This design comes from an exercise in tuning for small area on the open sky130 flow, not from production work.
RTL that was checked went through simulation tests only; none was proved equivalent to the original.
Power and IR drop assume default switching activity.

==> run a: inputs <==
// chan_top
module chan_top (
	input  wire logic                       wb_clk,
	input  wire logic                       rst_n_i,
	input  wire logic                       reg_we_i,
	input  wire logic [4-1:0]      reg_adr_i,
	input  wire logic [16-1:0]         reg_dat_i,
	output logic [16-1:0]              reg_dat_o,
	input  wire logic                       adc_vld_i,
	input  wire logic [4*12-1:0]   adc_dat_i,
	output logic [16-1:0]              tx_dat_o,
	output logic                            tx_k_o,
	output logic                            tx_vld_o,
	input  wire logic                       tx_rdy_i
);
==> module and_or36, before the edit <==
module and_or36 (
	input  wire logic [35:0] d_i,
	input  wire logic [35:0] g_i,
	output logic             y_o
);
	assign y_o = |(d_i & g_i);
endmodule
export LEC_CHECK = 0
export CAP_MARGIN = 20
export CORE_MARGIN = 2
export CORE_UTILIZATION = 65
export CTS_CLUSTER_DIAMETER = 80
export CTS_CLUSTER_SIZE = 26
export PLACE_DENSITY = 0.68
export SETUP_SLACK_MARGIN = 0.2
export SLEW_MARGIN = 20
export SYNTH_HIERARCHICAL = 1
create_clock -name core_clock -period 5.0 [get_ports {wb_clk}]
standard.sh (not shown) runs the stock make flow with config.mk's settings and CLKGATE_MAP_FILE= SYNTH_SCRIPT=/design/flow/synth_recipe.tcl, a recipe that flattens the netlist after the stock synthesis.
==> flow/flow/run.sh <==
#!/bin/bash
# Layout flow: the standard layout (standard.sh) with two changes.
#  1. Synthesis maps the logic with an area-oriented ABC script (flow/area.abc)
#     instead of ORFS's speed script. Everything else in synthesis is the standard flow's
#     own script (synth_recipe.tcl): same passes, same flip-flop mapping, same
#     flattening and renaming, so the registers are the standard ones.
#  2. The port buffers are sky130_fd_sc_hd__buf_1 (every input and output
#     port still gets one) instead of the delay cell buffer_ports picks.
# Each tool's output goes to a log file in this folder; ORFS's own per-step
# logs are under orfs/logs/.
set -euo pipefail
here=$(pwd)

# ORFS synth.tcl with the ABC script swapped after the preamble has set it up
orfs_synth="$FLOW_HOME/scripts/synth.tcl"
anchor='source $::env(SCRIPTS_DIR)/synth_preamble.tcl'
grep -qF "$anchor" "$orfs_synth"
awk -v anchor="$anchor" -v abc="$here/flow/area.abc" '
	{ print }
	$0 == anchor { print "lset abc_args 1 " abc }
' "$orfs_synth" > "$here/area_synth.tcl"
grep -q "lset abc_args 1 $here/flow/area.abc" "$here/area_synth.tcl"

# The standard flow's synthesis script, sourcing that copy instead of ORFS's synth.tcl
sed 's#^source $::env(SCRIPTS_DIR)/synth.tcl$#source '"$here"'/area_synth.tcl#' \
	"$here/synth_recipe.tcl" > "$here/area_synth_recipe.tcl"
grep -q "^source $here/area_synth.tcl\$" "$here/area_synth_recipe.tcl"

BUFFER_PORTS_ARGS="-buffer_cell sky130_fd_sc_hd__buf_1" \
	bash "$here/standard.sh" SYNTH_SCRIPT="$here/area_synth_recipe.tcl" finish \
	> "$here/standard_finish.log" 2>&1

test -s "$here/out/final.def"
==> flow/flow/area.abc <==
&get -n
&st
&syn2
&dch
&nf -a -R 1000
&put
topo
stime -c
==> inputs of run b, as changes to run a <==
--- a/flow/design.v
+++ b/flow/design.v
@@ -400,11 +400,22 @@
 	assign top = {1'b0, t[15:14]} + 3'd1 + {2'd0, c3[14]} + {2'd0, c[14]};
 	assign gt_o = ~top[2];
 endmodule
 module and_or36 (
 	input  wire logic [35:0] d_i,
 	input  wire logic [35:0] g_i,
 	output logic             y_o
 );
-	assign y_o = |(d_i & g_i);
+	logic [11:0] n;
+	for (genvar i = 0; i < 12; i++) begin : g_t
+		aoi3 u_t (.d_i(d_i[3*i +: 3]), .g_i(g_i[3*i +: 3]), .y_o(n[i]));
+	end
+	assign y_o = ~&n;
+endmodule
+module aoi3 (
+	input  wire logic [2:0] d_i,
+	input  wire logic [2:0] g_i,
+	output logic            y_o
+);
+	assign y_o = ~|(d_i & g_i);
 endmodule
 `default_nettype wire
==> flow/config.mk (replaced) <==
export PLATFORM = sky130hd
export DESIGN_NAME = chan_top
export DESIGN_NICKNAME = chan_top
export VERILOG_FILES = /design/flow/design.v
export SDC_FILE = /design/flow/constraint.sdc
export NUM_CORES = 4
export LEC_CHECK = 0
export CAP_MARGIN = 20
export CORE_MARGIN = 2
export CORE_UTILIZATION = 70
export CTS_CLUSTER_DIAMETER = 60
export CTS_CLUSTER_SIZE = 32
export PLACE_DENSITY = 0.74
export SETUP_SLACK_MARGIN = 0.1
export SLEW_MARGIN = 20
export SYNTH_HIERARCHICAL = 1
==> inputs of run c, as changes to run a <==
--- a/flow/design.v
+++ b/flow/design.v
@@ -18,40 +18,16 @@
 		logic [15:0] s;
 		c = ci;
 		for (int i = 0; i < 16; i++) begin
 			s[i] = a[i] ^ c;
 			c = a[i] & c;
 		end
 		inc16 = s;
 	endfunction
-	function automatic logic [3:0] updn4(input logic [3:0] q, input logic up, input logic dn);
-		logic u, d;
-		logic [3:0] t;
-		u = up & ~dn;
-		d = dn & ~up;
-		for (int i = 0; i < 4; i++) begin
-			t[i] = u | d;
-			u = u & q[i];
-			d = d & ~q[i];
-		end
-		updn4 = q ^ t;
-	endfunction
-	function automatic logic [2:0] updn3(input logic [2:0] q, input logic up, input logic dn);
-		logic u, d;
-		logic [2:0] t;
-		u = up & ~dn;
-		d = dn & ~up;
-		for (int i = 0; i < 3; i++) begin
-			t[i] = u | d;
-			u = u & q[i];
-			d = d & ~q[i];
-		end
-		updn3 = q ^ t;
-	endfunction
 	logic [12:0]  zthr;
 	logic [15:0]  sthr;
 	logic [3:0]   mask;
 	logic [3:0]   inv;
 	logic [11:0]  pedn [4];       
 	logic [4:0]   stat;
 	logic [4:0]   ovf;
 	logic [15:0] wdat;
@@ -101,17 +77,17 @@
 			stat      <= '0;
 			reg_dat_o <= '0;
 		end else begin
 			stat      <= ((reg_adr_i == 4'd15) ? 5'd0 : stat) | ovf;
 			reg_dat_o <= rd_val;
 		end
 	end
 	logic [15:0] sthr_nx;
-	assign sthr_nx = sthr_d;
+	assign sthr_nx = (reg_we_i & (reg_adr_i == 4'd1)) ? reg_dat_i : sthr;
 	logic       load;
 	logic       tv;                 
 	logic [3:0] cv;                 
 	logic [3:0] cpop;
 	logic       tpop;
 	assign load = ~tx_vld_o | tx_rdy_i;
 	logic [12:0]        slot [4][8];
 	logic [3:0]         cnt  [4];      
@@ -137,34 +113,26 @@
 		assign ovf[c] = push & full;
 		assign cv[c]  = (cnt[c] != 4'd0);
 		always_ff @(posedge wb_clk) begin
 			if (!rst_n_i) begin
 				cnt[c]  <= '0;
 				en_q[c] <= 1'b0;
 			end else begin
 				en_q[c] <= adc_vld_i & mask[c];
-				cnt[c]  <= updn4(cnt[c], acc, cpop[c]);
+				cnt[c]  <= cnt[c] + {3'd0, acc} - {3'd0, cpop[c]};
 			end
 		end
-		logic [12:0] slot_d [8];
-		logic        accn;
-		assign accn = ~acc;
-		for (genvar i = 0; i < 8; i++) begin : g_s
-			hold_mux #(.W(13)) u_ld (
-				.ld_i  (acc),
-				.ldn_i (accn),
-				.d_i   ((i == 0) ? d_q[c] : slot[c][(i == 0) ? 0 : i-1]),
-				.q_i   (slot[c][i]),
-				.y_o   (slot_d[i])
-			);
+		always_ff @(posedge wb_clk) begin
+			if (acc) begin
+				slot[c][0] <= d_q[c];
+				for (int i = 1; i < 8; i++)
+					slot[c][i] <= slot[c][i-1];
+			end
 		end
-		always_ff @(posedge wb_clk)
-			for (int i = 0; i < 8; i++)
-				slot[c][i] <= slot_d[i];
 		for (genvar i = 0; i < 8; i++) begin : g_h
 			assign hsel[c][i] = (cnt[c] == 4'(i + 1));
 		end
 	end
 	logic        cmp, trig_q, last_q;
 	logic [15:0] smp_cnt;        
 	sum_gt u_sum (
 		.d0_i   (d_q[0]),
@@ -195,33 +163,25 @@
 	assign tfull  = tcnt[2];
 	assign tacc   = trig_q & ~tfull;
 	assign ovf[4] = trig_q & tfull;
 	assign tv     = (tcnt != 3'd0);
 	always_ff @(posedge wb_clk) begin
 		if (!rst_n_i)
 			tcnt <= '0;
 		else
-			tcnt <= updn3(tcnt, tacc, tpop);
+			tcnt <= tcnt + {2'd0, tacc} - {2'd0, tpop};
 	end
-	logic [15:0] tslot_d [4];
-	logic        taccn;
-	assign taccn = ~tacc;
-	for (genvar i = 0; i < 4; i++) begin : g_ts
-		hold_mux #(.W(16)) u_ld (
-			.ld_i  (tacc),
-			.ldn_i (taccn),
-			.d_i   ((i == 0) ? smp_cnt : tslot[(i == 0) ? 0 : i-1]),
-			.q_i   (tslot[i]),
-			.y_o   (tslot_d[i])
-		);
+	always_ff @(posedge wb_clk) begin
+		if (tacc) begin
+			tslot[0] <= smp_cnt;
+			for (int i = 1; i < 4; i++)
+				tslot[i] <= tslot[i-1];
+		end
 	end
-	always_ff @(posedge wb_clk)
-		for (int i = 0; i < 4; i++)
-			tslot[i] <= tslot_d[i];
 	logic [1:0] rr_q;
 	logic [1:0] sel;
 	logic       found;
 	always_comb begin
 		logic [1:0] idx;
 		found = 1'b0;
 		sel   = rr_q;
 		for (int i = 1; i <= 4; i++) begin
@@ -266,22 +226,19 @@
 			rr_q     <= '0;
 		end else if (load) begin
 			tx_vld_o <= tv | found;
 			tx_k_o   <= tv;
 			if (!tv && found)
 				rr_q <= sel;
 		end
 	end
-	logic [15:0] tx_dat_d;
-	logic        loadn;
-	assign loadn = ~load;
-	hold_mux #(.W(16)) u_ld_tx (.ld_i(load), .ldn_i(loadn), .d_i(nxt), .q_i(tx_dat_o), .y_o(tx_dat_d));
 	always_ff @(posedge wb_clk)
-		tx_dat_o <= tx_dat_d;
+		if (load)
+			tx_dat_o <= nxt;
 endmodule
 `default_nettype wire
 `default_nettype none
 module hold_mux #(
 	parameter int W = 1
 ) (
 	input  wire logic         ld_i,
 	input  wire logic         ldn_i,
--- a/flow/config.mk
+++ b/flow/config.mk
@@ -6,11 +6,10 @@
 export NUM_CORES = 4
 export LEC_CHECK = 0
 export CAP_MARGIN = 20
 export CORE_MARGIN = 2
 export CORE_UTILIZATION = 65
 export CTS_CLUSTER_DIAMETER = 80
 export CTS_CLUSTER_SIZE = 26
 export PLACE_DENSITY = 0.68
-export SETUP_SLACK_MARGIN = 0.2
 export SLEW_MARGIN = 20
 export SYNTH_HIERARCHICAL = 1
==> inputs of run d, as changes to run a <==
--- a/flow/design.v
+++ b/flow/design.v
@@ -18,40 +18,16 @@
 		logic [15:0] s;
 		c = ci;
 		for (int i = 0; i < 16; i++) begin
 			s[i] = a[i] ^ c;
 			c = a[i] & c;
 		end
 		inc16 = s;
 	endfunction
-	function automatic logic [3:0] updn4(input logic [3:0] q, input logic up, input logic dn);
-		logic u, d;
-		logic [3:0] t;
-		u = up & ~dn;
-		d = dn & ~up;
-		for (int i = 0; i < 4; i++) begin
-			t[i] = u | d;
-			u = u & q[i];
-			d = d & ~q[i];
-		end
-		updn4 = q ^ t;
-	endfunction
-	function automatic logic [2:0] updn3(input logic [2:0] q, input logic up, input logic dn);
-		logic u, d;
-		logic [2:0] t;
-		u = up & ~dn;
-		d = dn & ~up;
-		for (int i = 0; i < 3; i++) begin
-			t[i] = u | d;
-			u = u & q[i];
-			d = d & ~q[i];
-		end
-		updn3 = q ^ t;
-	endfunction
 	logic [12:0]  zthr;
 	logic [15:0]  sthr;
 	logic [3:0]   mask;
 	logic [3:0]   inv;
 	logic [11:0]  pedn [4];       
 	logic [4:0]   stat;
 	logic [4:0]   ovf;
 	logic [15:0] wdat;
@@ -101,17 +77,17 @@
 			stat      <= '0;
 			reg_dat_o <= '0;
 		end else begin
 			stat      <= ((reg_adr_i == 4'd15) ? 5'd0 : stat) | ovf;
 			reg_dat_o <= rd_val;
 		end
 	end
 	logic [15:0] sthr_nx;
-	assign sthr_nx = sthr_d;
+	assign sthr_nx = (reg_we_i & (reg_adr_i == 4'd1)) ? reg_dat_i : sthr;
 	logic       load;
 	logic       tv;                 
 	logic [3:0] cv;                 
 	logic [3:0] cpop;
 	logic       tpop;
 	assign load = ~tx_vld_o | tx_rdy_i;
 	logic [12:0]        slot [4][8];
 	logic [3:0]         cnt  [4];      
@@ -137,34 +113,26 @@
 		assign ovf[c] = push & full;
 		assign cv[c]  = (cnt[c] != 4'd0);
 		always_ff @(posedge wb_clk) begin
 			if (!rst_n_i) begin
 				cnt[c]  <= '0;
 				en_q[c] <= 1'b0;
 			end else begin
 				en_q[c] <= adc_vld_i & mask[c];
-				cnt[c]  <= updn4(cnt[c], acc, cpop[c]);
+				cnt[c]  <= cnt[c] + {3'd0, acc} - {3'd0, cpop[c]};
 			end
 		end
-		logic [12:0] slot_d [8];
-		logic        accn;
-		assign accn = ~acc;
-		for (genvar i = 0; i < 8; i++) begin : g_s
-			hold_mux #(.W(13)) u_ld (
-				.ld_i  (acc),
-				.ldn_i (accn),
-				.d_i   ((i == 0) ? d_q[c] : slot[c][(i == 0) ? 0 : i-1]),
-				.q_i   (slot[c][i]),
-				.y_o   (slot_d[i])
-			);
+		always_ff @(posedge wb_clk) begin
+			if (acc) begin
+				slot[c][0] <= d_q[c];
+				for (int i = 1; i < 8; i++)
+					slot[c][i] <= slot[c][i-1];
+			end
 		end
-		always_ff @(posedge wb_clk)
-			for (int i = 0; i < 8; i++)
-				slot[c][i] <= slot_d[i];
 		for (genvar i = 0; i < 8; i++) begin : g_h
 			assign hsel[c][i] = (cnt[c] == 4'(i + 1));
 		end
 	end
 	logic        cmp, trig_q, last_q;
 	logic [15:0] smp_cnt;        
 	sum_gt u_sum (
 		.d0_i   (d_q[0]),
@@ -195,33 +163,25 @@
 	assign tfull  = tcnt[2];
 	assign tacc   = trig_q & ~tfull;
 	assign ovf[4] = trig_q & tfull;
 	assign tv     = (tcnt != 3'd0);
 	always_ff @(posedge wb_clk) begin
 		if (!rst_n_i)
 			tcnt <= '0;
 		else
-			tcnt <= updn3(tcnt, tacc, tpop);
+			tcnt <= tcnt + {2'd0, tacc} - {2'd0, tpop};
 	end
-	logic [15:0] tslot_d [4];
-	logic        taccn;
-	assign taccn = ~tacc;
-	for (genvar i = 0; i < 4; i++) begin : g_ts
-		hold_mux #(.W(16)) u_ld (
-			.ld_i  (tacc),
-			.ldn_i (taccn),
-			.d_i   ((i == 0) ? smp_cnt : tslot[(i == 0) ? 0 : i-1]),
-			.q_i   (tslot[i]),
-			.y_o   (tslot_d[i])
-		);
+	always_ff @(posedge wb_clk) begin
+		if (tacc) begin
+			tslot[0] <= smp_cnt;
+			for (int i = 1; i < 4; i++)
+				tslot[i] <= tslot[i-1];
+		end
 	end
-	always_ff @(posedge wb_clk)
-		for (int i = 0; i < 4; i++)
-			tslot[i] <= tslot_d[i];
 	logic [1:0] rr_q;
 	logic [1:0] sel;
 	logic       found;
 	always_comb begin
 		logic [1:0] idx;
 		found = 1'b0;
 		sel   = rr_q;
 		for (int i = 1; i <= 4; i++) begin
@@ -266,22 +226,19 @@
 			rr_q     <= '0;
 		end else if (load) begin
 			tx_vld_o <= tv | found;
 			tx_k_o   <= tv;
 			if (!tv && found)
 				rr_q <= sel;
 		end
 	end
-	logic [15:0] tx_dat_d;
-	logic        loadn;
-	assign loadn = ~load;
-	hold_mux #(.W(16)) u_ld_tx (.ld_i(load), .ldn_i(loadn), .d_i(nxt), .q_i(tx_dat_o), .y_o(tx_dat_d));
 	always_ff @(posedge wb_clk)
-		tx_dat_o <= tx_dat_d;
+		if (load)
+			tx_dat_o <= nxt;
 endmodule
 `default_nettype wire
 `default_nettype none
 module hold_mux #(
 	parameter int W = 1
 ) (
 	input  wire logic         ld_i,
 	input  wire logic         ldn_i,
==> flow/run.sh (new file) <==
#!/bin/bash
# synth_recipe.tcl (not shown) runs the flow's synth.tcl, then flattens the netlist and writes it again
# the make line also repeats each setting of config.mk as NAME=value (left out here)
make -C /OpenROAD-flow-scripts/flow DESIGN_CONFIG=/design/flow/config.mk WORK_HOME=/design/flow/orfs CLKGATE_MAP_FILE= SYNTH_SCRIPT=/design/flow/synth_recipe.tcl finish
--- a/flow/config.mk
+++ b/flow/config.mk
@@ -6,11 +6,10 @@
 export NUM_CORES = 4
 export LEC_CHECK = 0
 export CAP_MARGIN = 20
 export CORE_MARGIN = 2
 export CORE_UTILIZATION = 65
 export CTS_CLUSTER_DIAMETER = 80
 export CTS_CLUSTER_SIZE = 26
 export PLACE_DENSITY = 0.68
-export SETUP_SLACK_MARGIN = 0.2
 export SLEW_MARGIN = 20
 export SYNTH_HIERARCHICAL = 1
removed: flow/flow/run.sh
removed: flow/flow/area.abc
removed: flow/standard.sh
==> summary of the runs <==
- Clock power, lowest first: run d, run a, run c, run b.
- The highest combinational power belongs to run a, the lowest to run c.
- Sequential power: run a is larger than run b (about 2%).
- In flip-flop and latch count, run d and run c do not differ.
- Synthesized cell count: run a > run b > run d > run c.
- Critical path depth: run d < run c < run a < run b.
- In run a the area after synthesis is larger than in run b, by about 1.4%.
- Worst hold slack: run a is better than run b (0.022 ns).
- Die area: run b < run a < run c < run d.
- The highest via count belongs to run a, the lowest to run c.
The RTL of run b was laid out without a check of its function.

[afterwards: timing with drivers on the ports]
In the flow no input, the clock included, has a driving cell. The finished layouts below were timed again as built, in two steps.
Step 1: set_driving_cell puts a clkbuf_16 on wb_clk and a buf_2 on each other input, an assumption about the parent block.
Step 2 also shifts input and output timing later by t, the mid clock arrival at the registers, as if the neighbouring blocks saw the same clock.
Slacks: no drivers / after step 1 / after step 2; pairs: no drivers / after step 1.
run | shift t [ns] | setup WS [ns] | worst hold slack (ns)
run a | 0.640 | 0.201 / 0.201 / 0.126 | 0.451 / 0.451 / 0.451
run b | 0.659 | 0.110 / 0.110 / 0.110 | 0.429 / 0.429 / 0.429
run c | 0.635 | 0.258 / 0.258 / 0.030 | 0.423 / 0.423 / 0.423
run d | 0.649 | 0.727 / 0.746 / 0.110 | 0.439 / 0.439 / 0.439
After both steps setup and hold are still met in every run listed. The setup slack of run d, which loses most, moves by +0.019 ns with the drivers and by -0.617 ns with both steps.
